Source: an optimization exercise on an open RTL-to-GDS flow (aim: a short achievable clock period and few clock cycles). Production flows keep margins and buffers that such runs may drop.

Setup of before:
// cpuCore
module cpuCore (
    input  logic                     clk,
    input  logic                     rstn,
    input  logic                     memReady,
    input  logic [corePkg::xlen-1:0] memRdData,
    output logic                     memRdEn,
    output logic                     memWrEn,
    output logic [corePkg::xlen-1:0] memAddr,
    output logic [corePkg::xlen-1:0] memWrData,
    output logic                     memSize  
);
    localparam int IW  = corePkg::icIdxW;
    localparam int ICE = 1 << IW;
    localparam int TLO = corePkg::icTagLo;
    localparam int THI = corePkg::icTagHi;
    localparam int NW  = corePkg::dcWays;
    localparam int WW  = corePkg::dcWayW;
    localparam int BI  = corePkg::btbIdxW;
    localparam int BE  = 1 << BI;
    localparam int BT  = corePkg::btbTagW;
    localparam int QN  = corePkg::iqDepth;
    localparam int M0  = corePkg::fwdM0;
    localparam int M1  = corePkg::fwdM1;
    localparam int W0  = corePkg::fwdW0;
    localparam int W1  = corePkg::fwdW1;
    logic [63:2]     pc;
    logic [63:0]     icData [0:ICE-1];
    logic [THI:TLO]  icTag  [0:ICE-1];
    logic [ICE-1:0]  icValid;
    logic [63:THI+1] icRegion;
    logic [THI:3]    fL1;         
    logic            fCross;      
    logic [IW-1:0]   fIx0, fIx1;
    logic            fRegionOk, fH0, fH1;
    logic [63:0]     fD0, fD1;
    logic [31:0]     fI0, fI1;
    assign fL1       = pc[THI:3] + 1'b1;
    assign fCross    = &pc[THI:3];
    assign fIx0      = pc[IW+2:3];
    assign fIx1      = fL1[IW+2:3];
    assign fRegionOk = icRegion == pc[63:THI+1];
    assign fH0       = icValid[fIx0] && icTag[fIx0] == pc[THI:TLO] && fRegionOk;
    assign fH1       = icValid[fIx1] && icTag[fIx1] == fL1[THI:TLO] && fRegionOk && !fCross;
    assign fD0       = icData[fIx0];
    assign fD1       = icData[fIx1];
    assign fI0       = pc[2] ? fD0[63:32] : fD0[31:0];
    assign fI1       = pc[2] ? fD1[31:0] : fD0[63:32];
    logic [BE-1:0]    btbV;
    logic [BT-1:0]    btbTag [0:BE-1];
  ...
Size: roughly 11000 flip-flops, roughly 600000 um2 of cells after synthesis.
export LEC_CHECK = 0
export CAP_MARGIN = 20
export CORE_MARGIN = 2
export CORE_UTILIZATION = 55
export PLACE_DENSITY = 0.68
export SETUP_SLACK_MARGIN = 5
export SLEW_MARGIN = 20
export TNS_END_PERCENT = 5
create_clock -name core_clock -period 10.0 [get_ports {clk}]
standard.sh (not shown) runs the stock make flow with config.mk's settings and CLKGATE_MAP_FILE= SYNTH_SCRIPT=/design/flow/synth_recipe.tcl, a recipe that flattens the netlist after the stock synthesis.
==> flow/flow/run.sh <==
#!/bin/bash
# The standard layout, with timing repair aimed further below the clock
# period than config.mk's settings allow. The make log goes to flow_make.log;
# each ORFS step also keeps its own log under orfs/logs.
set -euo pipefail
bash standard.sh SETUP_SLACK_MARGIN=6.4 finish > flow_make.log 2>&1
before did not make it past 4_1_cts, where a tool error ended it.
diff inputs: before => after
Settings: setting CTS_CLUSTER_DIAMETER to 150 for the first time; setting CTS_CLUSTER_SIZE to 50 for the first time; changing CORE_UTILIZATION from 55 to 60; changing PLACE_DENSITY from 0.68 to 0.72.
Findings:
after: it failed during 3_5_place_dp, and the tool reported DPL-0033. From after to before, I/O pin count did not move at all. Initial standard-cell utilization of the core: after vs before up 4.9 points. Compared with before, in after number of standard-cell rows in the floorplan decreased by 16 relative to the old numbers; synthesized cell count did not really move; HPWL reported at the end of detailed placement went up 4.2%. Adder-cell area share of the yosys netlist came out exactly the same in before and after. From before to after, number of synthesized flops with an enable pin did not move at all. Summary: with before as the reference, floorplan die height in after moved down by a few percent. Weighted congestion reported at the end of routability-driven placement for after is higher than for before.
Function was not checked in any run of this note: the RTL went through the layout flow alone.

Setup of v6:
Another version of the RTL of cpuCore (not shown whole).
For scale: ~49000 cells after synthesis, roughly 12000 flip-flops.
Settings: LEC_CHECK=0, CAP_MARGIN=20, CORE_MARGIN=2, CORE_UTILIZATION=30, MIN_ROUTING_LAYER=met2, PLACE_DENSITY=0.45, SETUP_SLACK_MARGIN=5, SLEW_MARGIN=20, TNS_END_PERCENT=5; clock period 10.0 ns.
run.sh (not shown) runs the stock make flow with config.mk's settings and CLKGATE_MAP_FILE= SYNTH_SCRIPT=/design/flow/synth_recipe.tcl, a recipe that flattens the netlist after the stock synthesis.
Stock flow here: none of the scripts above is used.
No final results exist for v6, since it was stopped by error GRT-0116 during global routing.
### v6 -> v7
- putting CELL_PAD_IN_SITES_GLOBAL_PLACEMENT at 2 where nothing was set
- clearing MIN_ROUTING_LAYER, which used to be met2
- putting CELL_PAD_IN_SITES_DETAIL_PLACEMENT at 1 where nothing was set
- swapping 30 for 25 in CORE_UTILIZATION
- swapping 0.45 for 0.35 in PLACE_DENSITY
==> flow/flow/run.sh (new file) <==
#!/bin/bash
# The standard layout with a global routing setup of our own
# (flow/fastroute.tcl). The make log goes to flow_make.log; each ORFS step also
# keeps its own log under orfs/logs.
set -euo pipefail
bash standard.sh FASTROUTE_TCL="$(pwd)/flow/fastroute.tcl" finish > flow_make.log 2>&1
==> flow/flow/fastroute.tcl (new file) <==
# Global routing capacity: leave more of met1 and met2 free for pin access and
# detailed routing, so that the global routes move up to met3 and met4
set_global_routing_layer_adjustment met1 0.5
set_global_routing_layer_adjustment met2 0.35
set_global_routing_layer_adjustment met3-met5 0.2
set_routing_layers -clock met3-met5
set_routing_layers -signal met1-met5
==> flow/standard.sh (new file) <==
#!/bin/bash
# synth_recipe.tcl (not shown) runs the flow's synth.tcl, then flattens the netlist and writes it again
# the make line also repeats each setting of config.mk as NAME=value (left out here)
make -C /OpenROAD-flow-scripts/flow DESIGN_CONFIG=/design/flow/config.mk WORK_HOME=/design/flow/orfs CLKGATE_MAP_FILE= SYNTH_SCRIPT=/design/flow/synth_recipe.tcl "${@:-finish}"
removed: flow/run.sh
### Flow results
Lower starting utilization of the core area was reported by v7, not v6.
Count of input and output buffers: v7 vs v6 identical
Compare v6 and v7 | minimum setup slack after placement lower: v7
What the final checks of v7 revealed, after a flow that finished every stage, was a layout that fails on antenna rules, slew limit.
v7 against v6: overall die width increased by 9.5% relative to the old numbers; number of clock buffers inserted by TritonCTS increased by about 7% relative to the old numbers; vertical die dimension increased by 9.5% relative to the old numbers; multiplexer area fraction after synthesis closely matched the old numbers.
Measured against each other, v6 and v7 differ in number of post-CTS setup repair buffers, the lower figure coming from v6.
On number of gates resized after cts, the lower figure sits with v6, not v7.
Routability congestion estimate for v7: 13% down relative to v6
No functional check of the RTL was part of any run of this note.

==> separate check: timing with driven ports <==
In the flow no input, the clock included, has a driving cell. The finished layout below was timed again as built, in two steps.
Step 1 (the two cells are an assumption about what drives the block):
set clk [get_ports {clk}]
set_driving_cell -lib_cell sky130_fd_sc_hd__clkbuf_16 $clk
set_driving_cell -lib_cell sky130_fd_sc_hd__buf_2 [delete_from_list [all_inputs] $clk]
Step 2 also shifts input and output timing later by t, the mid clock arrival at the registers, as if the neighbouring blocks saw the same clock.
Three values: ideal, step 1, step 2; two values: the first two.
run: v7
shift t [ns]: 1.787
setup slack, ns: 4.252 / 4.252 / 3.225
worst setup path at the end: input to register
For v7, drivers alone change the setup slack by 0.000 ns; drivers and shift together by -1.027 ns.
